From an optimization exercise on the open Yosys and OpenROAD flow, aimed at a short achievable clock period and few clock cycles; shortcuts taken in it are not production practice.
Only simulation tests tie the RTL to the original design; equivalence was not proved.
Power and IR drop assume default switching activity.

==> design.v <==
package mips_pkg;
  localparam logic [5:0] OP_RTYPE = 6'h00;
  localparam logic [5:0] OP_J     = 6'h02;
  localparam logic [5:0] OP_JAL   = 6'h03;
  localparam logic [5:0] OP_BEQ   = 6'h04;
  localparam logic [5:0] OP_BNE   = 6'h05;
  localparam logic [5:0] OP_ADDI  = 6'h08;
  localparam logic [5:0] OP_ADDIU = 6'h09;
  localparam logic [5:0] OP_SLTI  = 6'h0A;
  localparam logic [5:0] OP_SLTIU = 6'h0B;
  localparam logic [5:0] OP_ANDI  = 6'h0C;
  localparam logic [5:0] OP_ORI   = 6'h0D;
  localparam logic [5:0] OP_XORI  = 6'h0E;
  localparam logic [5:0] OP_LUI   = 6'h0F;
  localparam logic [5:0] OP_LW    = 6'h23;
  localparam logic [5:0] OP_SW    = 6'h2B;
  localparam logic [5:0] FN_ADD  = 6'h20;
  localparam logic [5:0] FN_ADDU = 6'h21;
  localparam logic [5:0] FN_SUB  = 6'h22;
  localparam logic [5:0] FN_SUBU = 6'h23;
  localparam logic [5:0] FN_AND  = 6'h24;
  localparam logic [5:0] FN_OR   = 6'h25;
  localparam logic [5:0] FN_XOR  = 6'h26;
  localparam logic [5:0] FN_NOR  = 6'h27;
  localparam logic [5:0] FN_SLT  = 6'h2A;
  localparam logic [5:0] FN_SLTU = 6'h2B;
  localparam logic [3:0] ALU_ADD  = 4'd0;
  localparam logic [3:0] ALU_SUB  = 4'd1;
  localparam logic [3:0] ALU_SLT  = 4'd2;
  localparam logic [3:0] ALU_SLTU = 4'd3;
  localparam logic [3:0] ALU_AND  = 4'd4;
  localparam logic [3:0] ALU_OR   = 4'd5;
  localparam logic [3:0] ALU_NOR  = 4'd6;
  localparam logic [3:0] ALU_XOR  = 4'd7;
  localparam logic [3:0] ALU_LUI  = 4'd8;
  localparam logic [2:0] FETCH  = 3'd0;
  localparam logic [2:0] DECODE = 3'd1;
  localparam logic [2:0] EXEC   = 3'd2;
  localparam logic [2:0] MEM    = 3'd3;
  localparam logic [2:0] WB     = 3'd4;
  localparam logic [2:0] HALT   = 3'd5;
  localparam logic [3:0] C_RALU = 4'd0;
  localparam logic [3:0] C_IALU = 4'd1;
  localparam logic [3:0] C_LW   = 4'd2;
  localparam logic [3:0] C_SW   = 4'd3;
  localparam logic [3:0] C_BEQ  = 4'd4;
  localparam logic [3:0] C_BNE  = 4'd5;
  localparam logic [3:0] C_J    = 4'd6;
  localparam logic [3:0] C_JAL  = 4'd7;
  localparam logic [3:0] C_ILL  = 4'd8;
endpackage
module mips_alu (
  input  logic [9:0]  sel,    
  input  logic [31:0] a,
  input  logic [31:0] b,
  input  logic [31:0] link,
  output logic [31:0] y,
  output logic [31:0] sum
);
  logic [32:0] diff;
  logic        lt_s, lt_u;
  assign sum  = a + b;
  assign diff = {1'b0, a} - {1'b0, b};
  assign lt_u = diff[32];
  assign lt_s = (a[31] ^ b[31]) ? a[31] : diff[31];
  always_comb begin
    y = ({32{sel[0]}} & sum)
      | ({32{sel[1]}} & diff[31:0])
      | ({32{sel[2]}} & {31'd0, lt_s})
      | ({32{sel[3]}} & {31'd0, lt_u})
      | ({32{sel[4]}} & (a & b))
      | ({32{sel[5]}} & (a | b))
      | ({32{sel[6]}} & (a ^ b))
      | ({32{sel[7]}} & ~(a | b))
      | ({32{sel[8]}} & b)
      | ({32{sel[9]}} & link);
  end
endmodule
module multi_cycle_mips #(
  parameter logic [31:0] RESET_PC        = 32'h0000_0000,
  parameter int          MEM_AW          = 32,
  parameter bit          TRAP_ON_ILLEGAL = 1'b1
) (
  input  logic              clk,
  input  logic              reset,
  output logic              mem_req,
  output logic              mem_we,
  output logic [MEM_AW-1:0] mem_addr,
  output logic [31:0]       mem_wdata,
  input  logic              mem_ready,
  input  logic [31:0]       mem_rdata,
  output logic              halted,
  output logic              retire
);
  logic        req_q, isd_q, we_q, kill_q;
  logic [29:0] addr_q;           
  logic [31:0] wdata_q;
  logic [4:0]  ldrd_q;           
  logic [29:0] st_a_q;           
  logic        halted_q, retire_q;
  logic [29:0] fpc_q;            
  logic        dv_q, d_pf_q, d_hit_q;
  logic [31:0] d_ir_q;
  logic [29:0] d_pc_q;
  logic        xv_q;
  logic [29:0] x_pc1_q, x_bt_q;
  logic [4:0]  x_idx_q;
  logic [4:0]  x_rs_q, x_rt_q, x_dst_q;
  logic        x_wen_q, x_urs_q, x_urt_q, x_uimm_q;
  logic        x_lw_q, x_sw_q, x_beq_q, x_bne_q, x_ill_q, x_pf_q;
  logic [9:0]  x_sel_q;
  logic [31:0] x_imm_q, a_q, b_q;
  logic        fax_q, fal_q, fbx_q, fbl_q;
  logic [31:0] r_q, l_q;
  logic        w_we_q;
  logic [4:0]  w_rd_q;
  logic [31:0] rf [32];
  localparam int CI = 5;                
  localparam int CT = 14 - CI;          
  localparam int CN = 1 << CI;
  logic [CN-1:0] cv_q;
  logic [15:0]   creg_q;
  logic [CT-1:0] ctag [CN];
  logic [31:0]   cins [CN];
  logic          cj   [CN];          
  logic          cbr  [CN];          
  logic          cdyn [CN];          
  logic [13:0]   ctgt [CN];
  logic done, busy, port_fetch, fetch_ok, ld_done, st_done;
  assign done       = req_q & mem_ready;
  assign busy       = req_q & ~mem_ready;
  assign port_fetch = req_q & ~isd_q;
  assign fetch_ok   = port_fetch & mem_ready & ~kill_q;
  assign ld_done    = done & isd_q & ~we_q;
  assign st_done    = done & isd_q & we_q;
  assign mem_req   = req_q;
  assign mem_we    = we_q;
  assign mem_addr  = {addr_q[MEM_AW-3:0], 2'b00};
  assign mem_wdata = wdata_q;
  assign halted    = halted_q;
  assign retire    = retire_q;
  logic [31:0] x_a, x_b, x_bop, x_y, x_sum;
  assign x_a   = fax_q ? r_q : (fal_q ? l_q : a_q);
  assign x_b   = fbx_q ? r_q : (fbl_q ? l_q : b_q);
  assign x_bop = x_uimm_q ? x_imm_q : x_b;
  mips_alu u_alu (
    .sel  (x_sel_q),
    .a    (x_a),
    .b    (x_bop),
    .link ({x_pc1_q, 2'b00}),
    .y    (x_y),
    .sum  (x_sum)
  );
  logic s_lu, s_mem, ex, x_mem, x_we, x_eq, x_taken, redirect, halt_now;
  logic [29:0] x_target;
  assign s_lu  = req_q & isd_q & ~we_q & (ldrd_q != 5'd0) &
                 ((x_urs_q & (x_rs_q == ldrd_q)) | (x_urt_q & (x_rt_q == ldrd_q)));
  assign x_mem = x_lw_q | x_sw_q;
  assign s_mem = (x_mem | (x_wen_q & isd_q & ~we_q & (x_dst_q == ldrd_q))) & busy;
  assign ex    = xv_q & ~x_ill_q & ~halted_q & ~s_lu & ~s_mem;
  assign x_we  = ex & x_wen_q & (x_dst_q != 5'd0);
  assign x_eq  = (x_a == x_b);
  assign x_taken  = (x_beq_q & x_eq) | (x_bne_q & ~x_eq);
  assign redirect = ex & (x_beq_q | x_bne_q) & (x_taken != x_pf_q);
  assign x_target = x_taken ? x_bt_q : x_pc1_q;
  assign halt_now = xv_q & x_ill_q & ~halted_q & ~(req_q & isd_q & ~mem_ready);
  logic x_free;
  assign x_free = ~xv_q | ex;
  logic [5:0] d_op, d_fn;
  logic [4:0] d_rs, d_rt, d_rd;
  assign d_op = d_ir_q[31:26];
  assign d_fn = d_ir_q[5:0];
  assign d_rs = d_ir_q[25:21];
  assign d_rt = d_ir_q[20:16];
  assign d_rd = d_ir_q[15:11];
  logic [4:0]  d_dst;
  logic        d_wen, d_urs, d_urt, d_uimm, d_lw, d_sw, d_beq, d_bne;
  logic        d_j, d_ill;
  logic [9:0]  d_sel;
  logic [31:0] d_imm;
  always_comb begin
    d_dst = d_rt; d_wen = 1'b0; d_urs = 1'b0; d_urt = 1'b0;
    d_uimm = 1'b1; d_lw = 1'b0; d_sw = 1'b0; d_beq = 1'b0; d_bne = 1'b0;
    d_j = 1'b0; d_ill = 1'b0; d_sel = 10'b0000000001;
    d_imm = {{16{d_ir_q[15]}}, d_ir_q[15:0]};
    case (d_op)
      mips_pkg::OP_RTYPE: begin
        d_dst = d_rd; d_wen = 1'b1; d_urs = 1'b1; d_urt = 1'b1; d_uimm = 1'b0;
        case (d_fn)
          mips_pkg::FN_ADD, mips_pkg::FN_ADDU: d_sel = 10'b0000000001;
          mips_pkg::FN_SUB, mips_pkg::FN_SUBU: d_sel = 10'b0000000010;
          mips_pkg::FN_SLT:  d_sel = 10'b0000000100;
          mips_pkg::FN_SLTU: d_sel = 10'b0000001000;
          mips_pkg::FN_AND:  d_sel = 10'b0000010000;
          mips_pkg::FN_OR:   d_sel = 10'b0000100000;
          mips_pkg::FN_XOR:  d_sel = 10'b0001000000;
          mips_pkg::FN_NOR:  d_sel = 10'b0010000000;
          default: begin d_ill = 1'b1; d_wen = 1'b0; end
        endcase
      end
      mips_pkg::OP_J:   d_j = 1'b1;
      mips_pkg::OP_JAL: begin d_j = 1'b1; d_wen = 1'b1; d_dst = 5'd31; d_sel = 10'b1000000000; end
      mips_pkg::OP_BEQ: begin d_beq = 1'b1; d_urs = 1'b1; d_urt = 1'b1; d_uimm = 1'b0; end
      mips_pkg::OP_BNE: begin d_bne = 1'b1; d_urs = 1'b1; d_urt = 1'b1; d_uimm = 1'b0; end
      mips_pkg::OP_ADDI, mips_pkg::OP_ADDIU: begin d_wen = 1'b1; d_urs = 1'b1; end
      mips_pkg::OP_SLTI:  begin d_wen = 1'b1; d_urs = 1'b1; d_sel = 10'b0000000100; end
      mips_pkg::OP_SLTIU: begin d_wen = 1'b1; d_urs = 1'b1; d_sel = 10'b0000001000; end
      mips_pkg::OP_ANDI: begin d_wen = 1'b1; d_urs = 1'b1; d_sel = 10'b0000010000; d_imm = {16'd0, d_ir_q[15:0]}; end
      mips_pkg::OP_ORI:  begin d_wen = 1'b1; d_urs = 1'b1; d_sel = 10'b0000100000; d_imm = {16'd0, d_ir_q[15:0]}; end
      mips_pkg::OP_XORI: begin d_wen = 1'b1; d_urs = 1'b1; d_sel = 10'b0001000000; d_imm = {16'd0, d_ir_q[15:0]}; end
      mips_pkg::OP_LUI:  begin d_wen = 1'b1; d_sel = 10'b0100000000; d_imm = {d_ir_q[15:0], 16'd0}; end
      mips_pkg::OP_LW:   begin d_lw = 1'b1; d_urs = 1'b1; end
      mips_pkg::OP_SW:   begin d_sw = 1'b1; d_urs = 1'b1; d_urt = 1'b1; end
      default: d_ill = 1'b1;
    endcase
  end
  logic [29:0] d_pc1, d_bt, d_jt, d_tgt;
  logic        d_same, d_pt;
  assign d_pc1  = d_pc_q + 30'd1;
  assign d_bt   = d_pc1 + {{14{d_ir_q[15]}}, d_ir_q[15:0]};
  assign d_jt   = {d_pc1[29:26], d_ir_q[25:0]};
  assign d_tgt  = d_j ? d_jt : d_bt;
  assign d_same = (d_rs == d_rt);
  assign d_pt   = d_j | ((d_beq | d_bne) &
                         (d_ir_q[15] ? ~(d_bne & d_same) : (d_beq & d_same)));
  logic [31:0] d_ra, d_rb;
  always_comb begin
    d_ra = (d_rs == 5'd0) ? 32'd0 : rf[d_rs];
    d_rb = (d_rt == 5'd0) ? 32'd0 : rf[d_rt];
    if (w_we_q && w_rd_q == d_rs) d_ra = r_q;
    if (w_we_q && w_rd_q == d_rt) d_rb = r_q;
  end
  logic d_adv;
  assign d_adv = dv_q & x_free & ~redirect;
  logic d_redirect;
  assign d_redirect = dv_q & ~d_hit_q & d_pt & ~d_pf_q & ~redirect;
  logic [CI-1:0] c_idx;
  logic          c_hit, c_ok, f_ok, d_free;
  logic [29:0]   f_pc1, m_next, c_next, f_next, nf;
  logic          m_j;
  assign c_idx  = fpc_q[CI-1:0];
  assign c_hit  = cv_q[c_idx] & (ctag[c_idx] == fpc_q[13:CI]) & (creg_q == fpc_q[29:14]);
  assign d_free = ~dv_q | x_free;
  assign c_ok   = ~port_fetch & c_hit & d_free & ~halted_q;
  assign f_ok   = (fetch_ok | c_ok) & ~redirect & ~d_redirect;
  assign f_pc1  = fpc_q + 30'd1;
  assign m_j    = (mem_rdata[31:27] == 5'b00001);
  assign m_next = m_j ? {f_pc1[29:26], mem_rdata[25:0]} : f_pc1;
  logic c_take;
  assign c_take = cj[c_idx] | (cbr[c_idx] & cdyn[c_idx]);
  assign c_next = c_take ? {fpc_q[29:14], ctgt[c_idx]} : f_pc1;
  assign f_next = c_hit ? c_next : m_next;
  assign nf     = redirect ? x_target : (d_redirect ? d_tgt : (f_ok ? f_next : fpc_q));
  always_ff @(posedge clk) begin
    if (ld_done && ldrd_q != 5'd0) rf[ldrd_q] <= mem_rdata;
    if (w_we_q) rf[w_rd_q] <= r_q;
  end
  always_ff @(posedge clk) begin
    if (ex) r_q <= x_y;
    if (ld_done) l_q <= mem_rdata;
  end
  logic c_fill;
  assign c_fill = dv_q & ~d_hit_q &
                  (~(d_j | d_beq | d_bne) | (d_tgt[29:14] == d_pc_q[29:14]));
  always_ff @(posedge clk) begin
    if (ex && (x_beq_q || x_bne_q)) cdyn[x_idx_q] <= x_taken;
    if (c_fill) begin
      ctag[d_pc_q[CI-1:0]] <= d_pc_q[13:CI];
      cins[d_pc_q[CI-1:0]] <= d_ir_q;
      cj[d_pc_q[CI-1:0]]   <= d_j;
      cbr[d_pc_q[CI-1:0]]  <= d_beq | d_bne;
      cdyn[d_pc_q[CI-1:0]] <= d_pt;
      ctgt[d_pc_q[CI-1:0]] <= d_tgt[13:0];
    end
  end
  logic st_hit;
  assign st_hit = (ctag[st_a_q[CI-1:0]] == st_a_q[13:CI]) & (creg_q == st_a_q[29:14]);
  always_ff @(posedge clk or posedge reset) begin
    if (reset) begin
      cv_q   <= '0;
      creg_q <= '0;
    end else begin
      if (c_fill) begin
        if (creg_q != d_pc_q[29:14]) cv_q <= '0;
        cv_q[d_pc_q[CI-1:0]] <= 1'b1;
        creg_q <= d_pc_q[29:14];
      end
      if (st_done && st_hit) cv_q[st_a_q[CI-1:0]] <= 1'b0;
    end
  end
  always_ff @(posedge clk or posedge reset) begin
    if (reset) begin
      req_q    <= 1'b0;
      isd_q    <= 1'b0;
      we_q     <= 1'b0;
      kill_q   <= 1'b0;
      addr_q   <= RESET_PC[31:2];
      wdata_q  <= '0;
      ldrd_q   <= '0;
      fpc_q    <= RESET_PC[31:2];
      halted_q <= 1'b0;
      retire_q <= 1'b0;
      dv_q     <= 1'b0;
      d_pf_q   <= 1'b0;
      xv_q     <= 1'b0;
      w_we_q   <= 1'b0;
    end else begin
      retire_q <= ex;
      if (halt_now) halted_q <= 1'b1;
      fpc_q <= nf;
      if (busy) begin
        if ((redirect || d_redirect) && port_fetch) kill_q <= 1'b1;
      end else if (ex && x_mem) begin
        req_q   <= 1'b1;
        isd_q   <= 1'b1;
        we_q    <= x_sw_q;
        addr_q  <= x_sum[31:2];
        wdata_q <= x_b;
        ldrd_q  <= x_lw_q ? x_rt_q : 5'd0;
      end else if (halted_q || halt_now) begin
        req_q <= 1'b0;
      end else begin
        req_q  <= 1'b1;
        isd_q  <= 1'b0;
        we_q   <= 1'b0;
        kill_q <= 1'b0;
        addr_q <= nf;
        ldrd_q <= 5'd0;
      end
      if (f_ok) dv_q <= 1'b1;
      else if (d_adv || redirect) dv_q <= 1'b0;
      if (d_redirect) d_pf_q <= 1'b1;
      else if (f_ok) d_pf_q <= c_hit ? c_take : m_j;
      if (d_adv) xv_q <= 1'b1;
      else if (ex || redirect) xv_q <= 1'b0;
      w_we_q <= x_we;
    end
  end
  always_ff @(posedge clk) begin
    if (ex && x_sw_q) st_a_q <= x_sum[31:2];
    w_rd_q <= x_dst_q;
  end
  always_ff @(posedge clk) begin
    if (f_ok) begin
      d_ir_q <= port_fetch ? mem_rdata : cins[c_idx];
      d_pc_q <= fpc_q;
      d_hit_q <= c_hit;
    end
  end
  always_ff @(posedge clk) begin
    if (d_adv) begin
      x_pc1_q  <= d_pc1;
      x_bt_q   <= d_bt;
      x_idx_q  <= d_pc_q[4:0];
      x_rs_q   <= d_rs;
      x_rt_q   <= d_rt;
      x_dst_q  <= d_dst;
      x_wen_q  <= d_wen;
      x_urs_q  <= d_urs;
      x_urt_q  <= d_urt;
      x_uimm_q <= d_uimm;
      x_lw_q   <= d_lw;
      x_sw_q   <= d_sw;
      x_beq_q  <= d_beq;
      x_bne_q  <= d_bne;
      x_ill_q  <= d_ill;
      x_pf_q   <= d_pf_q | d_redirect;
      x_sel_q  <= d_sel;
      x_imm_q  <= d_imm;
      a_q      <= d_ra;
      b_q      <= d_rb;
      fax_q    <= x_we & (x_dst_q == d_rs);
      fbx_q    <= x_we & (x_dst_q == d_rt);
      fal_q    <= ld_done & (ldrd_q != 5'd0) & (ldrd_q == d_rs);
      fbl_q    <= ld_done & (ldrd_q != 5'd0) & (ldrd_q == d_rt);
    end else if (!ex) begin
      a_q   <= x_a;
      b_q   <= x_b;
      fax_q <= 1'b0;
      fbx_q <= 1'b0;
      fal_q <= ld_done & (ldrd_q != 5'd0) & (ldrd_q == x_rs_q);
      fbl_q <= ld_done & (ldrd_q != 5'd0) & (ldrd_q == x_rt_q);
    end
  end
endmodule
==> run.sh <==
#!/bin/bash
# synth_recipe.tcl (not shown) runs the flow's synth.tcl, then flattens the netlist and writes it again
# the make line also repeats each setting of config.mk as NAME=value (left out here)
make -C /OpenROAD-flow-scripts/flow DESIGN_CONFIG=/design/flow/config.mk WORK_HOME=/design/flow/orfs CLKGATE_MAP_FILE= SYNTH_SCRIPT=/design/flow/synth_recipe.tcl finish
==> config.mk <==
export PLATFORM = sky130hd
export DESIGN_NAME = multi_cycle_mips
export DESIGN_NICKNAME = multi_cycle_mips
export VERILOG_FILES = /design/flow/design.v
export SDC_FILE = /design/flow/constraint.sdc
export NUM_CORES = 4
export LEC_CHECK = 0
export ABC_CLOCK_PERIOD_IN_PS = 5000
export CAP_MARGIN = 20
export CORE_MARGIN = 2
export CORE_UTILIZATION = 40
export SETUP_SLACK_MARGIN = 4
export SLEW_MARGIN = 20
==> constraint.sdc <==
create_clock -name core_clock -period 10.0 [get_ports {clk}]
set_input_delay 2.0000 -clock core_clock [delete_from_list [all_inputs] [get_ports {clk}]]
set_output_delay 2.0000 -clock core_clock [all_outputs]
set_load 0.01 [all_outputs]
==> results of run 1 <==
==> cell families after synthesis <==
| logic type | Yosys count |
|---|---|
| simple gates | 1240 |
| buf+inv | 1027 |
| flops | 3412 |
| compound gates | 1081 |
| other cells | 1 |
| xor+xnor | 278 |
| mux | 2703 |
| fa+ha+maj | 142 |
==> sequential cells by signal, indices dropped and copies added, names as in the netlist, 32 cells and up, named ones only <==
name and flops:
cins 1024, rf 1024, ctgt 448, ctag 288
a_q 32, b_q 32, cbr 32, cdyn 32
cj 32, cv_q 32, d_ir_q 32, l_q 32
r_q 32, wdata_q 32, x_imm_q 32
==> final timing paths <==
check,cells after the start,start,endpoint
min reg2reg,2,wdata_q[7],wdata_q[7]
min,2,wdata_q[7],wdata_q[7]
max in group asynchronous,3,reset,fpc_q[1]
min in group asynchronous,3,reset,addr_q[21]
max reg2reg,11,fpc_q[2],fpc_q[5]
max,11,fpc_q[2],fpc_q[5]
==> metal layers <==
metal / track usage / up-vias
li1: - / 40220
met3: 0.04212 / 1332
met2: 0.4378 / 5522
met5: 0 / -
met4: 0.1342 / 10
met1: 0.3398 / 53490
==> stage by stage <==
stage	std cells	instance area [sq um]	total power [W]	util
after global placement	14950	175400	0.01887	0.4213
after CTS	15650	187900	0.03198	0.4512
after floorplan	9885	167500	0.01788	-
after global routing	15710	189000	0.03262	0.4539
final	15730	189000	0.03183	0.4540
after detailed placement	14960	175700	0.01889	0.4220
==> power by group <==
group	switching [W]	internal [W]	total [W]	leakage (nW)
Combinational	0.00168	0.00130	0.00299	24.2
Clock	0.00573	0.00748	0.0132	5.51
Sequential	0.0000801	0.0155	0.0156	31.4
==> what timing repair did <==
item                                     CTS  global route
hold buffers                               0             0
gates resized for setup                  107           110
pin swaps                                 15            20
setup buffers                             39            45
gates cloned                               3            12
endpoints found under the setup margin  2010          1959
==> critical path, delay by kind of cell, from the launching register on <==
kind / cells / cell delay (ns)
AND/OR/NAND/NOR: 3 / 1.55
flip-flops: 1 / 0.72
AO/OA/AOI/OAI: 3 / 0.70
buffers and inverters: 2 / 1.26
multiplexers: 3 / 1.54
==> layout by cell type, fill, tap and decap left out, drive strengths merged, types with 167 or more instances in the layout <==
cell type	instances
mux2i	321
nand2	523
mux4	1259
nor2	199
clkbuf	448
edfxtp	3237
o21ai	372
mux2	1123
xnor2	167
a21oi	171
buf	477
==> area by class of cell <==
type | count | share of cell area
diodes | 17 | 0.0002251
inverters | 145 | 0.002992
clock buffers | 434 | 0.04946
clock inverters | 208 | 0.01049
well taps | 5497 | 0.03639
flip-flops and latches | 3412 | 0.5373
repair buffers | 565 | 0.02947
multi-input cells | 5447 | 0.3337
==> out/metrics.cfg, run 1 <==
[layout]
final_layout_size_suffix_gt1_frac = 0.3579
area_of_combinational_cells_with_multiple_inputs_sq_um = 63070
num-nets-final = 10100
final.fill_count = 35710
areaGrowthSynthToFinish_pct = 13.14
area.sequential_sq_um = 101500

[critical_path]
critPathSlowestCell = sky130_fd_sc_hd__nand4_1
critPathMaxFanout = 77
timing_worst_setup_path_type = reg2reg
worst_ep_required_time_ns = 10.86
end_kind = flop
cp-start-kind = flop
critical_path.cell_chain = buf_12, buf_4, mux4_2, mux4_2, mux2i_1, nand4_1, nand2_2, or3_1, a21oi_1, a211oi_1, o22ai_1
critPathArrivalTime_ns = 7.00
crit_path_max_incr_delay_ns = 0.80
r2r_setup_slack_ns = 3.86
crit_top_cell = sky130_fd_sc_hd__mux4_2

[clock_network]
cts.reportedPaths.clkPinSlew_ns = 0.06
ctsHtreeMaxLevel = 5
max_root_sink_buffers = 4
cts_tree = yes
tritoncts.num_buffers = 352
cts-root-buf = sky130_fd_sc_hd__clkbuf_16
clock_sink_count = 3412
worstSkewPairLatency_ns = 1.01

[outcome]
run_status = complete, no violations

[detailed_routing]
route.top_layer_used = met5
drtAntennaViolNets = 0
postRouteWirelength_mm = 575.5
drt_iter0_drc = 13610
wire_length_per_cell_um = 36.60
met3RoutedLength_mm = 45.96
route.detailed.vias_per_inst = 6.396
route.met2.wl_mm = 277.2
detailroute.via_count = 100600
drt_pre_antenna_iters = 14
post_route_met1_wirelength_mm = 216.7
drt_drc_violations_left = 0

[die]
row_count = 237
initial_standard_cell_utilization_of_the_core = 0.4012
dieWidth_um = 650.2
die_area_sq_um = 422800
ios = 103
chipHeight_um = 650.2
coreArea_sq_um = 416300

[logic_synthesis]
synth_top_family_by_area = multiplexers
synth-xor-area-share = 0.01462
synth.area.mux_share = 0.2647
synthDistinctLibCells = 112
post_synth_and_or_nand_nor_area_fraction = 0.03564
yosysWarningCount = 2
synth_edf_count = 3237
synth_area_leaders = sky130_fd_sc_hd__edfxtp_1, sky130_fd_sc_hd__mux4_2, sky130_fd_sc_hd__mux2_2
post_synth.cell_area_avg_sq_um = 16.90
synth_top_area_cell = sky130_fd_sc_hd__edfxtp_1
asyncSetResetFlopFracSynth = 0.04543
synth.top_cell.area_share = 0.5819
synth_fa_ha_area_frac = 0.01082
yosysMostFrequentCell = sky130_fd_sc_hd__edfxtp_1
synth_area_sq_um = 167100
synthCells = 9884
synth_flop_cell = sky130_fd_sc_hd__edfxtp_1
most_numerous_cell_types_in_the_synthesized_netlist = sky130_fd_sc_hd__edfxtp_1, sky130_fd_sc_hd__mux4_2, sky130_fd_sc_hd__mux2_2
synth_compound_gate_area_share = 0.04234
postSynthRegisterBits = 3412
seq_area_frac_synth = 0.6075

[timing]
setup-violations-final = 0
worstMarginPinSlew_ns = 1.232
max_slew_margin = 0.1727
final_hold_viol_count = 0
clock_tree_skew_after_final_layout_ns = 0.1075
clock.fmax_ghz = 0.1629
period_minus_slack_ns = 6.138
timing.setup.tns_ns = 0
hold-worst-slack_ns = 0.4848
worst_path_setup_slack_after_routing_ns = 3.862
fin_max_slew_vios = 0
post-route-period-util = 0.6138
rsz0062_at_grt = true

[global_routing]
grt_antenna_before_repair = 40
first_pass_grt_wire_length_mm = 795.2
grt_start_max_net_pins = 156
first_global_vias = 100500
globalRouteOverflowTotal = 0
grt_use_total = 0.2650

[pwr]
p_leak_nw = 61.11
vdd.ir_drop.worst_mv = 0.1741
pwr_density_cell_nw_per_um2 = 168.4

[placed_design]
gp_congestion = 0.9362
dp.final_hpwl_mm = 358.5
place_ws_ns = 1.964
placement.io_buffers = 100

[flow_run]
maxCapViolations = 0

[min_path]
hold_class = reg2reg

Testbench counts, summed over its fixed seeds: cycles 110,776.
==> run 2: changes to the inputs <==
--- a/design.v
+++ b/design.v
@@ -112,4 +112,5 @@
   logic [31:0] x_imm_q, a_q, b_q;
   logic        fax_q, fal_q, fbx_q, fbl_q;
+  logic        sa_r, sa_l, sa_a, sb_i, sb_r, sb_l, sb_b;    
   logic [31:0] r_q, l_q;
   logic        w_we_q;
@@ -141,7 +142,8 @@
   assign retire    = retire_q;
   logic [31:0] x_a, x_b, x_bop, x_y, x_sum;
-  assign x_a   = fax_q ? r_q : (fal_q ? l_q : a_q);
+  assign x_a   = ({32{sa_r}} & r_q) | ({32{sa_l}} & l_q) | ({32{sa_a}} & a_q);
   assign x_b   = fbx_q ? r_q : (fbl_q ? l_q : b_q);
-  assign x_bop = x_uimm_q ? x_imm_q : x_b;
+  assign x_bop = ({32{sb_i}} & x_imm_q) | ({32{sb_r}} & r_q) | ({32{sb_l}} & l_q) |
+                 ({32{sb_b}} & b_q);
   mips_alu u_alu (
     .sel  (x_sel_q),
@@ -160,5 +162,16 @@
   assign ex    = xv_q & ~x_ill_q & ~halted_q & ~s_lu & ~s_mem;
   assign x_we  = ex & x_wen_q & (x_dst_q != 5'd0);
-  assign x_eq  = (x_a == x_b);
+  logic eq_rl, eq_rb, eq_lb, eq_ar, eq_al, eq_ab;
+  assign eq_rl = (r_q == l_q);
+  assign eq_rb = (r_q == b_q);
+  assign eq_lb = (l_q == b_q);
+  assign eq_ar = (a_q == r_q);
+  assign eq_al = (a_q == l_q);
+  assign eq_ab = (a_q == b_q);
+  always_comb begin
+    if (fax_q)      x_eq = fbx_q ? 1'b1  : (fbl_q ? eq_rl : eq_rb);
+    else if (fal_q) x_eq = fbx_q ? eq_rl : (fbl_q ? 1'b1  : eq_lb);
+    else            x_eq = fbx_q ? eq_ar : (fbl_q ? eq_al : eq_ab);
+  end
   assign x_taken  = (x_beq_q & x_eq) | (x_bne_q & ~x_eq);
   assign redirect = ex & (x_beq_q | x_bne_q) & (x_taken != x_pf_q);
@@ -231,10 +244,11 @@
     if (w_we_q && w_rd_q == d_rt) d_rb = r_q;
   end
-  logic d_adv;
-  assign d_adv = dv_q & x_free & ~redirect;
+  logic d_adv, d_go;
+  assign d_go  = dv_q & x_free;
+  assign d_adv = d_go & ~redirect;
   logic d_redirect;
   assign d_redirect = dv_q & ~d_hit_q & d_pt & ~d_pf_q & ~redirect;
   logic [CI-1:0] c_idx;
-  logic          c_hit, c_ok, f_ok, d_free;
+  logic          c_hit, c_ok, f_ok, f_any, d_free;
   logic [29:0]   f_pc1, m_next, c_next, f_next, nf;
   logic          m_j;
@@ -243,5 +257,6 @@
   assign d_free = ~dv_q | x_free;
   assign c_ok   = ~port_fetch & c_hit & d_free & ~halted_q;
-  assign f_ok   = (fetch_ok | c_ok) & ~redirect & ~d_redirect;
+  assign f_any  = fetch_ok | c_ok;
+  assign f_ok   = f_any & ~redirect & ~d_redirect;
   assign f_pc1  = fpc_q + 30'd1;
   assign m_j    = (mem_rdata[31:27] == 5'b00001);
@@ -260,16 +275,38 @@
     if (ld_done) l_q <= mem_rdata;
   end
+  logic        fl_v, fl_j, fl_br, fl_pt, up_v, up_t;
+  logic [29:0] fl_pc, fl_tgt;
+  logic [31:0] fl_ins;
+  logic [4:0]  up_idx;
+  always_ff @(posedge clk or posedge reset) begin
+    if (reset) begin
+      fl_v <= 1'b0;
+      up_v <= 1'b0;
+    end else begin
+      fl_v <= dv_q & ~d_hit_q;
+      up_v <= ex & (x_beq_q | x_bne_q);
+    end
+  end
+  always_ff @(posedge clk) begin
+    fl_pc  <= d_pc_q;
+    fl_ins <= d_ir_q;
+    fl_j   <= d_j;
+    fl_br  <= d_beq | d_bne;
+    fl_pt  <= d_pt;
+    fl_tgt <= d_tgt;
+    up_idx <= x_idx_q;
+    up_t   <= x_taken;
+  end
   logic c_fill;
-  assign c_fill = dv_q & ~d_hit_q &
-                  (~(d_j | d_beq | d_bne) | (d_tgt[29:14] == d_pc_q[29:14]));
+  assign c_fill = fl_v & (~(fl_j | fl_br) | (fl_tgt[29:14] == fl_pc[29:14]));
   always_ff @(posedge clk) begin
-    if (ex && (x_beq_q || x_bne_q)) cdyn[x_idx_q] <= x_taken;
+    if (up_v) cdyn[up_idx] <= up_t;
     if (c_fill) begin
-      ctag[d_pc_q[CI-1:0]] <= d_pc_q[13:CI];
-      cins[d_pc_q[CI-1:0]] <= d_ir_q;
-      cj[d_pc_q[CI-1:0]]   <= d_j;
-      cbr[d_pc_q[CI-1:0]]  <= d_beq | d_bne;
-      cdyn[d_pc_q[CI-1:0]] <= d_pt;
-      ctgt[d_pc_q[CI-1:0]] <= d_tgt[13:0];
+      ctag[fl_pc[CI-1:0]] <= fl_pc[13:CI];
+      cins[fl_pc[CI-1:0]] <= fl_ins;
+      cj[fl_pc[CI-1:0]]   <= fl_j;
+      cbr[fl_pc[CI-1:0]]  <= fl_br;
+      cdyn[fl_pc[CI-1:0]] <= fl_pt;
+      ctgt[fl_pc[CI-1:0]] <= fl_tgt[13:0];
     end
   end
@@ -282,7 +319,7 @@
     end else begin
       if (c_fill) begin
-        if (creg_q != d_pc_q[29:14]) cv_q <= '0;
-        cv_q[d_pc_q[CI-1:0]] <= 1'b1;
-        creg_q <= d_pc_q[29:14];
+        if (creg_q != fl_pc[29:14]) cv_q <= '0;
+        cv_q[fl_pc[CI-1:0]] <= 1'b1;
+        creg_q <= fl_pc[29:14];
       end
       if (st_done && st_hit) cv_q[st_a_q[CI-1:0]] <= 1'b0;
@@ -342,5 +379,5 @@
   end
   always_ff @(posedge clk) begin
-    if (f_ok) begin
+    if (f_any) begin
       d_ir_q <= port_fetch ? mem_rdata : cins[c_idx];
       d_pc_q <= fpc_q;
@@ -348,6 +385,13 @@
     end
   end
+  logic d_fax, d_fbx, d_fal, d_fbl, h_fal, h_fbl;
+  assign d_fax = x_we & (x_dst_q == d_rs);
+  assign d_fbx = x_we & (x_dst_q == d_rt);
+  assign d_fal = ld_done & (ldrd_q != 5'd0) & (ldrd_q == d_rs);
+  assign d_fbl = ld_done & (ldrd_q != 5'd0) & (ldrd_q == d_rt);
+  assign h_fal = ld_done & (ldrd_q != 5'd0) & (ldrd_q == x_rs_q);
+  assign h_fbl = ld_done & (ldrd_q != 5'd0) & (ldrd_q == x_rt_q);
   always_ff @(posedge clk) begin
-    if (d_adv) begin
+    if (d_go) begin
       x_pc1_q  <= d_pc1;
       x_bt_q   <= d_bt;
@@ -370,8 +414,15 @@
       a_q      <= d_ra;
       b_q      <= d_rb;
-      fax_q    <= x_we & (x_dst_q == d_rs);
-      fbx_q    <= x_we & (x_dst_q == d_rt);
-      fal_q    <= ld_done & (ldrd_q != 5'd0) & (ldrd_q == d_rs);
-      fbl_q    <= ld_done & (ldrd_q != 5'd0) & (ldrd_q == d_rt);
+      fax_q    <= d_fax;
+      fbx_q    <= d_fbx;
+      fal_q    <= d_fal;
+      fbl_q    <= d_fbl;
+      sa_r     <= d_fax;
+      sa_l     <= ~d_fax & d_fal;
+      sa_a     <= ~d_fax & ~d_fal;
+      sb_i     <= d_uimm;
+      sb_r     <= ~d_uimm & d_fbx;
+      sb_l     <= ~d_uimm & ~d_fbx & d_fbl;
+      sb_b     <= ~d_uimm & ~d_fbx & ~d_fbl;
     end else if (!ex) begin
       a_q   <= x_a;
@@ -379,6 +430,12 @@
       fax_q <= 1'b0;
       fbx_q <= 1'b0;
-      fal_q <= ld_done & (ldrd_q != 5'd0) & (ldrd_q == x_rs_q);
-      fbl_q <= ld_done & (ldrd_q != 5'd0) & (ldrd_q == x_rt_q);
+      fal_q <= h_fal;
+      fbl_q <= h_fbl;
+      sa_r  <= 1'b0;
+      sa_l  <= h_fal;
+      sa_a  <= ~h_fal;
+      sb_r  <= 1'b0;
+      sb_l  <= ~x_uimm_q & h_fbl;
+      sb_b  <= ~x_uimm_q & ~h_fbl;
     end
   end
--- a/config.mk
+++ b/config.mk
@@ -6,8 +6,8 @@
 export NUM_CORES = 4
 export LEC_CHECK = 0
-export ABC_CLOCK_PERIOD_IN_PS = 5000
+export ABC_CLOCK_PERIOD_IN_PS = 4500
 export CAP_MARGIN = 20
 export CORE_MARGIN = 2
-export CORE_UTILIZATION = 40
-export SETUP_SLACK_MARGIN = 4
+export CORE_UTILIZATION = 50
+export SETUP_SLACK_MARGIN = 5
 export SLEW_MARGIN = 20
==> out/metrics.cfg, run 2 <==
[die]
coreArea_sq_um = 339200  ; -19%
dieWidth_um = 587.1  ; -9.7%
die_area_sq_um = 344700  ; -18%
ios = 103  ; unchanged
chipHeight_um = 587.1  ; -9.7%
initial_standard_cell_utilization_of_the_core = 0.5012  ; +0.09992
row_count = 214  ; -9.7%

[clock_network]
tritoncts.num_buffers = 380  ; +8.0%
ctsHtreeMaxLevel = 5  ; unchanged
max_root_sink_buffers = 4  ; unchanged
cts_tree = yes
cts-root-buf = sky130_fd_sc_hd__clkbuf_16
clock_sink_count = 3520  ; +3.2%
worstSkewPairLatency_ns = 1.01  ; about the same
cts.reportedPaths.clkPinSlew_ns = 0.07  ; about the same

[logic_synthesis]
synth_area_leaders = sky130_fd_sc_hd__edfxtp_1, sky130_fd_sc_hd__mux4_2, sky130_fd_sc_hd__mux2_2
synthCells = 10080  ; +2.0%
synth_area_sq_um = 170000  ; +1.8%
synthDistinctLibCells = 104  ; -7.1%
synth_top_area_cell = sky130_fd_sc_hd__edfxtp_1
seq_area_frac_synth = 0.6100  ; +0.002466
postSynthRegisterBits = 3520  ; +3.2%
synth_edf_count = 3242  ; +0.15%
yosysWarningCount = 2  ; unchanged
post_synth.cell_area_avg_sq_um = 16.87  ; -0.17%
most_numerous_cell_types_in_the_synthesized_netlist = sky130_fd_sc_hd__edfxtp_1, sky130_fd_sc_hd__mux4_2, sky130_fd_sc_hd__mux2_2
yosysMostFrequentCell = sky130_fd_sc_hd__edfxtp_1
synth_flop_cell = sky130_fd_sc_hd__edfxtp_1
synth.top_cell.area_share = 0.5726  ; -0.009274
asyncSetResetFlopFracSynth = 0.04460  ; -0.0008256

[placed_design]
dp.final_hpwl_mm = 356.7  ; -0.51%
numPlacedInstances = 14190  ; -5.2%
gp_congestion = 0.9476  ; +1.2%
placedInstanceArea_sq_um = 176800  ; +0.66%
placement.io_buffers = 100  ; unchanged

[layout]
most_frequent_cells_in_the_layout = sky130_fd_sc_hd__edfxtp_1, sky130_fd_sc_hd__mux4_2, sky130_fd_sc_hd__mux2_2
final_design_area_no_fill_sq_um = 191600  ; +1.4%
final_layout_size_suffix_gt1_frac = 0.3576  ; about the same
area.sequential_sq_um = 103800  ; +2.2%
areaGrowthSynthToFinish_pct = 12.68
layout_commonest_cell = sky130_fd_sc_hd__edfxtp_1
num-nets-final = 10310  ; +2.1%
final.fill_count = 26180  ; -27%
area_of_combinational_cells_with_multiple_inputs_sq_um = 63630  ; +0.89%
stdcell_count = 15030  ; -4.4%

[global_routing]
grt_start_max_net_pins = 126  ; -19%
first_global_vias = 101500  ; +0.99%
grt_use_total = 0.3478  ; +0.08276
grt_antenna_before_repair = 59  ; +48%
globalRouteOverflowTotal = 0  ; unchanged
first_pass_grt_wire_length_mm = 833.0  ; +4.8%

[pwr]
clock_group_share_of_total_power = 0.359  ; -0.056
fin_total_pwr_w = 0.04013  ; +26%
vdd.ir_drop.worst_mv = 0.2236  ; +28%
power_switching_share = 0.2884  ; +0.05285
net-switching-power_w = 0.01157  ; +54%
pwr-share-comb = 0.223  ; +0.129
seq_power_share = 0.418  ; -0.073
p_leak_nw = 63.35  ; +3.7%
cell_internal_pwr_w = 0.02856  ; +17%
pwr_density_cell_nw_per_um2 = 209.5  ; +24%

[timing]
max_slew_margin = 0.09802  ; -0.07464
worstMarginPinSlew_ns = 1.343  ; +0.1112 ns
fin_max_slew_vios = 0  ; unchanged
clock.fmax_ghz = 0.1949  ; +20%
timing.setup.tns_ns = 0  ; unchanged
final_hold_viol_count = 0  ; unchanged
post-route-period-util = 0.5132  ; -0.1007
clock_tree_skew_after_final_layout_ns = 0.06798  ; -0.03951 ns
rsz0062_at_grt = true
setup-violations-final = 0  ; unchanged
period_minus_slack_ns = 5.132  ; -1.007 ns

[detailed_routing]
wire_length_per_cell_um = 40.70  ; +11%
drt_pre_antenna_iters = 9  ; -5
drt_iter0_drc = 15050  ; +11%
drtAntennaViolNets = 0  ; unchanged
detailroute.via_count = 104600  ; +4.0%
postRouteWirelength_mm = 611.7  ; +6.3%
drt_drc_violations_left = 0  ; unchanged
route.detailed.vias_per_inst = 6.958  ; +8.8%

[critical_path]
critPathSlowestCell = sky130_fd_sc_hd__a222oi_1
worst_ep_required_time_ns = 10.73  ; -0.13 ns
crit_path_max_incr_delay_ns = 0.51  ; -0.29 ns
end_kind = flop
timing_worst_setup_path_type = reg2reg
critPathArrivalTime_ns = 5.86  ; -1.14 ns
critPathMaxFanout = 8  ; -90%
crit_top_cell = sky130_fd_sc_hd__buf_4
critical_path.cell_chain = buf_4, clkbuf_16, buf_4, a222oi_1, buf_4, inv_1, ha_4, or3_4, or3_4, o311ai_4, a21oi_4, o31ai_4, a21oi_2, o31ai_4, fa_2, a22oi_2, nand3_1, a221o_1
cp-start-kind = flop

[min_path]
hold_class = reg2reg

[flow_run]
maxCapViolations = 0  ; unchanged

[outcome]
run_status = complete, no violations

run 2: cell count changes in the layout (fill, tap and decap cells not counted), moves of 45 or more:
cell | before | now
sky130_fd_sc_hd__nor2_1 | 170 | 228
sky130_fd_sc_hd__mux2_2 | 1113 | 1158
sky130_fd_sc_hd__o21ai_0 | 330 | 201
sky130_fd_sc_hd__xor2_1 | 109 | 202
sky130_fd_sc_hd__a21oi_1 | 162 | 249
sky130_fd_sc_hd__nand2_1 | 500 | 438
sky130_fd_sc_hd__buf_4 | 343 | 391
sky130_fd_sc_hd__dfxtp_1 | 8 | 104
sky130_fd_sc_hd__a22oi_1 | 29 | 127
sky130_fd_sc_hd__mux2i_1 | 302 | 249
run 2: logic make-up (layout without fill, tap and decap cells):
| logic type | Yosys count | in the layout | synth area share |
|---|---|---|---|
| and+or+nand+nor | 1225 | 1225 | 0.03440 |
| AOI/OAI and AO/OA | 1130 | 1130 | 0.04481 |
| DFF | 3520 | 3520 | 0.6100 |
| muxes | 2663 | 2664 | 0.2572 |
| adders and majority gates | 136 | 136 | 0.01019 |
| xor gates and xnor gates | 362 | 362 | 0.01865 |
| buffers and inverters | 1040 | 1416 | 0.02475 |
| other | 1 | 40 | 0.00002206 |
run 2: area by class of cell:
type | count | area share
clock inverter | 185 | 0.01017
tap | 4536 | 0.02962
timing repair buffer | 563 | 0.02701
multi-input combinational | 5519 | 0.3321
inverter | 156 | 0.003435
antenna | 38 | 0.0004963
clock buffer | 512 | 0.05551
sequential | 3520 | 0.5416
run 2: path summary, 6_finish.rpt:
kind,start,to,slack [ns],cells past startpoint
max in group asynchronous,reset,fpc_q[3],7.18,3
hold / removal,x_idx_q[2],up_idx[2],0.36,0
setup / recovery,sa_r,r_q[31],4.87,18
min in group asynchronous,reset,wdata_q[30],1.51,2
hold reg to reg,x_idx_q[2],up_idx[2],0.36,0
setup reg to reg,sa_r,r_q[31],4.87,18
run 2: power by group through the flow:
stage	clock network [W]	logic [W]	registers [W]
after floorplan	0	0.00559	0.0168
after global placement	0	0.00814	0.0171
after detailed placement	0	0.00818	0.0172
after CTS	0.0145	0.00857	0.0168
after global routing	0.0151	0.00939	0.0168
final	0.0144	0.00895	0.0168
run 2: through the flow:
| stage | worst slack (ns) | hold WS (ns) | util |
|---|---|---|---|
| floorplan | 4.794 | 0.3233 | - |
| global placement | 3.486 | 0.3262 | 0.5208 |
| detailed placement | 3.351 | 0.3341 | 0.5212 |
| CTS | 4.606 | 0.3568 | 0.5616 |
| global route | 4.642 | 0.3769 | 0.5645 |
| finish | 4.868 | 0.3583 | 0.5647 |
run 2: worst max-delay path: cells and delay by family (launching register included):
family | cells | cell delay, ns
simple gates | 3 | 0.82
compound gates | 8 | 2.01
flops | 1 | 0.44
buf+inv | 5 | 0.86
fa+ha+maj | 2 | 0.76
run 2: timing repair:
item                       CTS  global route
hold buffers                 0             0
gates resized for setup     98            99
setup buffers               59            36
setup endpoints to repair  287           193
gates cloned                 5             6
pin swaps                   26            33
run 2: layer usage:
layer  wire length (um)  track usage  vias up
met5                119            0        -
met4              40990       0.1950       18
met3              59860      0.06716     1478
met2             284400       0.5416     6486
met1             226400       0.4618    55560
li1                   -            -    41040
Testbench counts of run 2, summed over its fixed seeds: cycles 110,776.
==> run 3: changes to the inputs <==
--- a/design.v
+++ b/design.v
@@ -249,10 +249,22 @@
   logic d_redirect;
   assign d_redirect = dv_q & ~d_hit_q & d_pt & ~d_pf_q & ~redirect;
-  logic [CI-1:0] c_idx;
-  logic          c_hit, c_ok, f_ok, f_any, d_free;
+  logic          c_hit, c_ok, f_ok, f_any, d_free, c_take;
   logic [29:0]   f_pc1, m_next, c_next, f_next, nf;
   logic          m_j;
-  assign c_idx  = fpc_q[CI-1:0];
-  assign c_hit  = cv_q[c_idx] & (ctag[c_idx] == fpc_q[13:CI]) & (creg_q == fpc_q[29:14]);
+  logic [CN-1:0] fidx_q, l_hit, l_take;
+  logic [13:0]   c_tgt;
+  logic [31:0]   c_ins;
+  always_comb begin
+    c_tgt = '0;
+    c_ins = '0;
+    for (int i = 0; i < CN; i++) begin
+      l_hit[i]  = cv_q[i] & (ctag[i] == fpc_q[13:CI]);
+      l_take[i] = cj[i] | (cbr[i] & cdyn[i]);
+      c_tgt = c_tgt | ({14{fidx_q[i]}} & ctgt[i]);
+      c_ins = c_ins | ({32{fidx_q[i]}} & cins[i]);
+    end
+  end
+  assign c_hit  = |(fidx_q & l_hit) & (creg_q == fpc_q[29:14]);
+  assign c_take = |(fidx_q & l_take);
   assign d_free = ~dv_q | x_free;
   assign c_ok   = ~port_fetch & c_hit & d_free & ~halted_q;
@@ -262,9 +274,17 @@
   assign m_j    = (mem_rdata[31:27] == 5'b00001);
   assign m_next = m_j ? {f_pc1[29:26], mem_rdata[25:0]} : f_pc1;
-  logic c_take;
-  assign c_take = cj[c_idx] | (cbr[c_idx] & cdyn[c_idx]);
-  assign c_next = c_take ? {fpc_q[29:14], ctgt[c_idx]} : f_pc1;
+  assign c_next = c_take ? {fpc_q[29:14], c_tgt} : f_pc1;
   assign f_next = c_hit ? c_next : m_next;
   assign nf     = redirect ? x_target : (d_redirect ? d_tgt : (f_ok ? f_next : fpc_q));
+  function automatic logic [CN-1:0] onehot(input logic [CI-1:0] v);
+    onehot = '0;
+    onehot[v] = 1'b1;
+  endfunction
+  logic [CN-1:0] oh_pc1, oh_f, oh_n;
+  assign oh_pc1 = {fidx_q[CN-2:0], fidx_q[CN-1]};
+  assign oh_f   = c_hit ? (c_take ? onehot(c_tgt[CI-1:0]) : oh_pc1)
+                        : (m_j ? onehot(mem_rdata[CI-1:0]) : oh_pc1);
+  assign oh_n   = redirect ? (x_taken ? onehot(x_bt_q[CI-1:0]) : onehot(x_pc1_q[CI-1:0]))
+                           : (d_redirect ? onehot(d_tgt[CI-1:0]) : (f_ok ? oh_f : fidx_q));
   always_ff @(posedge clk) begin
     if (ld_done && ldrd_q != 5'd0) rf[ldrd_q] <= mem_rdata;
@@ -336,4 +356,5 @@
       ldrd_q   <= '0;
       fpc_q    <= RESET_PC[31:2];
+      fidx_q   <= onehot(RESET_PC[CI+1:2]);
       halted_q <= 1'b0;
       retire_q <= 1'b0;
@@ -346,4 +367,5 @@
       if (halt_now) halted_q <= 1'b1;
       fpc_q <= nf;
+      fidx_q <= oh_n;
       if (busy) begin
         if ((redirect || d_redirect) && port_fetch) kill_q <= 1'b1;
@@ -380,5 +402,5 @@
   always_ff @(posedge clk) begin
     if (f_any) begin
-      d_ir_q <= port_fetch ? mem_rdata : cins[c_idx];
+      d_ir_q <= port_fetch ? mem_rdata : c_ins;
       d_pc_q <= fpc_q;
       d_hit_q <= c_hit;
==> out/metrics.cfg, run 3 <==
[outcome]
run_status = complete, no violations

[logic_synthesis]
yosysWarningCount = 2  ; unchanged
most_numerous_cell_types_in_the_synthesized_netlist = sky130_fd_sc_hd__edfxtp_1, sky130_fd_sc_hd__mux2_2, sky130_fd_sc_hd__clkbuf_1
synth_area_sq_um = 169800  ; -0.14%
synth_flop_cell = sky130_fd_sc_hd__edfxtp_1
yosysMostFrequentCell = sky130_fd_sc_hd__edfxtp_1
postSynthRegisterBits = 3552  ; +0.91%
seq_area_frac_synth = 0.6155  ; +0.005573
synthCells = 11300  ; +12%
asyncSetResetFlopFracSynth = 0.05321  ; +0.008607
synthDistinctLibCells = 94  ; -9.6%
synth.top_cell.area_share = 0.5734  ; +0.0007975
synth_edf_count = 3242  ; unchanged
post_synth.cell_area_avg_sq_um = 15.03  ; -11%
synth_top_area_cell = sky130_fd_sc_hd__edfxtp_1
synth_area_leaders = sky130_fd_sc_hd__edfxtp_1, sky130_fd_sc_hd__mux4_2, sky130_fd_sc_hd__mux2_2

[timing]
post-route-period-util = 0.5036  ; -0.009532
fin_max_slew_vios = 0  ; unchanged
rsz0062_at_grt = true
final_hold_viol_count = 0  ; unchanged
setup-violations-final = 0  ; unchanged
clock.fmax_ghz = 0.1986  ; +1.9%
max_slew_margin = 0.1235  ; +0.02543
hold-worst-slack_ns = 0.3448  ; -0.01351 ns
timing.setup.tns_ns = 0  ; unchanged
clock_tree_skew_after_final_layout_ns = 0.05874  ; -0.009240 ns
period_minus_slack_ns = 5.036  ; -0.09532 ns
worstMarginPinSlew_ns = 1.305  ; -0.03787 ns

[clock_network]
cts_tree = yes
clock_sink_count = 3552  ; +0.91%
hold_buffers = 0  ; unchanged
cts-root-buf = sky130_fd_sc_hd__clkbuf_16
cts.reportedPaths.clkPinSlew_ns = 0.06  ; about the same
ctsHtreeMaxLevel = 5  ; unchanged
max_root_sink_buffers = 4  ; unchanged
tritoncts.num_buffers = 382  ; +0.53%
worstSkewPairLatency_ns = 1.01  ; about the same

[pwr]
net-switching-power_w = 0.01201  ; +3.8%
pwr_density_cell_nw_per_um2 = 202.8  ; -3.2%
pwr-share-comb = 0.187  ; -0.036
seq_power_share = 0.450  ; +0.032
clock_group_share_of_total_power = 0.363  ; +0.004
p_leak_nw = 63.20  ; -0.23%
fin_total_pwr_w = 0.03884  ; -3.2%
vdd.ir_drop.worst_mv = 0.1735  ; -22%
power_switching_share = 0.3092  ; +0.02076
cell_internal_pwr_w = 0.02683  ; -6.0%

[die]
die_area_sq_um = 344200  ; -0.14%
chipHeight_um = 586.7  ; about the same
coreArea_sq_um = 337400  ; -0.55%
initial_standard_cell_utilization_of_the_core = 0.5032  ; +0.002050
row_count = 213  ; -0.47%
dieWidth_um = 586.7  ; about the same
ios = 103  ; unchanged

[detailed_routing]
route.detailed.vias_per_inst = 7.163  ; +2.9%
drt_iter0_drc = 18040  ; +20%
detailroute.via_count = 116000  ; +11%
drtAntennaViolNets = 0  ; unchanged
postRouteWirelength_mm = 682.5  ; +12%
drt_drc_violations_left = 0  ; unchanged
wire_length_per_cell_um = 42.14  ; +3.5%
drt_pre_antenna_iters = 8  ; -1

[layout]
most_frequent_cells_in_the_layout = sky130_fd_sc_hd__edfxtp_1, sky130_fd_sc_hd__mux2_2, sky130_fd_sc_hd__mux4_2
final.fill_count = 26690  ; +1.9%
final_layout_size_suffix_gt1_frac = 0.2766  ; -0.08103
areaGrowthSynthToFinish_pct = 12.83
area_of_combinational_cells_with_multiple_inputs_sq_um = 62690  ; -1.5%
layout_commonest_cell = sky130_fd_sc_hd__edfxtp_1
num-nets-final = 11530  ; +12%
area.sequential_sq_um = 104700  ; +0.90%

[global_routing]
grt_use_total = 0.3861  ; +0.03834
grt_antenna_before_repair = 52  ; -12%
grt_start_max_net_pins = 138  ; +9.5%
first_pass_grt_wire_length_mm = 922.1  ; +11%
first_global_vias = 110800  ; +9.1%
globalRouteOverflowTotal = 0  ; unchanged

[critical_path]
timing_worst_setup_path_type = reg2reg
critPathArrivalTime_ns = 5.93  ; +0.07 ns
end_kind = flop
cp-start-kind = flop
worst_ep_required_time_ns = 10.89  ; +0.16 ns
critPathMaxFanout = 43  ; +35

[placed_design]
dp.final_hpwl_mm = 403.1  ; +13%
placement.io_buffers = 100  ; unchanged
gp_congestion = 0.9534  ; +0.61%

[min_path]
hold_class = reg2reg

[flow_run]
maxCapViolations = 0  ; unchanged

run 3: changes by cell type in the layout (fill, tap and decap cells not counted), sizes merged, moves of 77 or more:
cell   before   now
mux4     1247   730
mux2     1160  1040
nand2     462   583
nand4      53   241
mux2i     257   168
nor2      273   350
xnor2     156   469
a22oi     129   661
a22o       13    95
nand3     100   191
run 3: layer usage:
metal / global-route usage / up-vias / routed length (um)
li1: - / 45240 / -
met1: 0.5195 / 60530 / 250200
met2: 0.5907 / 8430 / 306200
met3: 0.08232 / 1778 / 80070
met4: 0.2069 / 30 / 45840
met5: 0 / - / 223
run 3: cell type report:
| cell class | count | share of cell area |
|---|---|---|
| Sequential cell | 3552 | 0.5466 |
| Multi-Input combinational cell | 6607 | 0.3272 |
| Clock buffer | 496 | 0.05423 |
| Tap cell | 4515 | 0.02949 |
| Timing Repair Buffer | 624 | 0.02871 |
| Clock inverter | 209 | 0.009869 |
| Inverter | 173 | 0.003645 |
| Antenna cell | 17 | 0.0002221 |
| Timing Repair inverter | 2 | 0.00006531 |
run 3: stage by stage:
step	utilization	cells	worst slack [ns]	cell area [sq um]
floorplan	-	11300	4.661	169900
global placement	0.5241	15340	3.600	176800
detailed placement	0.5245	15350	3.545	177000
CTS	0.5634	16100	4.782	190100
global route	0.5677	16180	4.919	191500
finish	0.5678	16200	4.964	191600
run 3: kinds of logic (layout without fill, tap and decap cells):
family                     after synthesis  after routing  share of synthesized area
xor gates and xnor gates               676            676                    0.03487
AOI/OAI and AO/OA                     2036           2036                    0.08510
and+or+nand+nor                       1802           1806                    0.05162
other                                    1             19                 0.00002209
muxes                                 1938           1938                     0.1759
DFF                                   3552           3552                     0.6155
buffers and inverters                 1142           1504                    0.02582
adders and majority gates              149            149                    0.01116
run 3: final timing paths:
path | startpoint | end | slack, ns | depth (start not counted)
max in group asynchronous | reset | fidx_q[1] | 7.02 | 3
max | fidx_q[8] | addr_q[29] | 4.96 | 10
min | x_idx_q[1] | up_idx[1] | 0.34 | 0
min reg2reg | x_idx_q[1] | up_idx[1] | 0.34 | 0
max reg2reg | fidx_q[8] | addr_q[29] | 4.96 | 10
min in group asynchronous | reset | creg_q[7] | 1.47 | 2
run 3: critical path, cell delays in order (launching register included):
cell                       delay [ns]
sky130_fd_sc_hd__dfrtp_4         0.78
sky130_fd_sc_hd__a22oi_1         0.45
sky130_fd_sc_hd__nand4_1         0.21
sky130_fd_sc_hd__nor4_4          0.70
sky130_fd_sc_hd__buf_6           0.53
sky130_fd_sc_hd__clkinv_2        0.50
sky130_fd_sc_hd__and2_1          0.52
sky130_fd_sc_hd__nor4_1          0.57
sky130_fd_sc_hd__xnor2_1         0.21
sky130_fd_sc_hd__a211oi_1        0.11
sky130_fd_sc_hd__a211o_1         0.28
run 3: repair_timing:
item	in CTS	in global routing
pin swaps	27	50
cloned	5	7
resized for setup	99	121
buffers inserted	44	68
endpoints found under the setup margin	1053	434
endpoints found under the hold margin	0	0
run 3: power by group through the flow:
| stage | Clock [W] | Sequential, W | Combinational [W] |
|---|---|---|---|
| floorplan | 0 | 0.0170 | 0.00388 |
| global placement | 0 | 0.0177 | 0.00658 |
| detailed placement | 0 | 0.0177 | 0.00660 |
| CTS | 0.0142 | 0.0174 | 0.00677 |
| global route | 0.0147 | 0.0174 | 0.00745 |
| finish | 0.0141 | 0.0175 | 0.00726 |
Testbench counts of run 3, summed over its fixed seeds: cycles 110,776.

[static timing again, ports no longer ideal]
The results above use ideal ports. As a check the final layouts listed here were re-extracted and re-timed, cells and wires unchanged. Step 1, drivers: a clkbuf_16 drives clk and a buf_2 each remaining input, both assumed. Step 2 adds t to the input delays and takes it off the output delays; t is the mean of the earliest and latest rising clock arrival at the registers after step 1. Input paths then give back, and output paths get back, about the clock's delay inside the block. a / b / c = no drivers / after step 1 / after step 2; a / b = the first two.
| run | shift t [ns] | setup slack, ns | hold slack, ns | slew at the worst register clock pin (ns) |
|---|---|---|---|---|
| run 1 | 1.072 | 3.862 / 3.862 / 2.947 | 0.485 / 0.485 / 0.485 | 0.07 / 0.07 |
| run 2 | 1.071 | 4.868 / 4.868 / 4.080 | 0.358 / 0.358 / 0.358 | 0.07 / 0.07 |
| run 3 | 1.085 | 4.964 / 4.964 / 3.959 | 0.345 / 0.345 / 0.345 | 0.07 / 0.07 |
After both steps setup and hold are still met in every run listed. The setup slack of run 3, which loses most, moves by 0.000 ns with the drivers and by -1.005 ns with both steps.
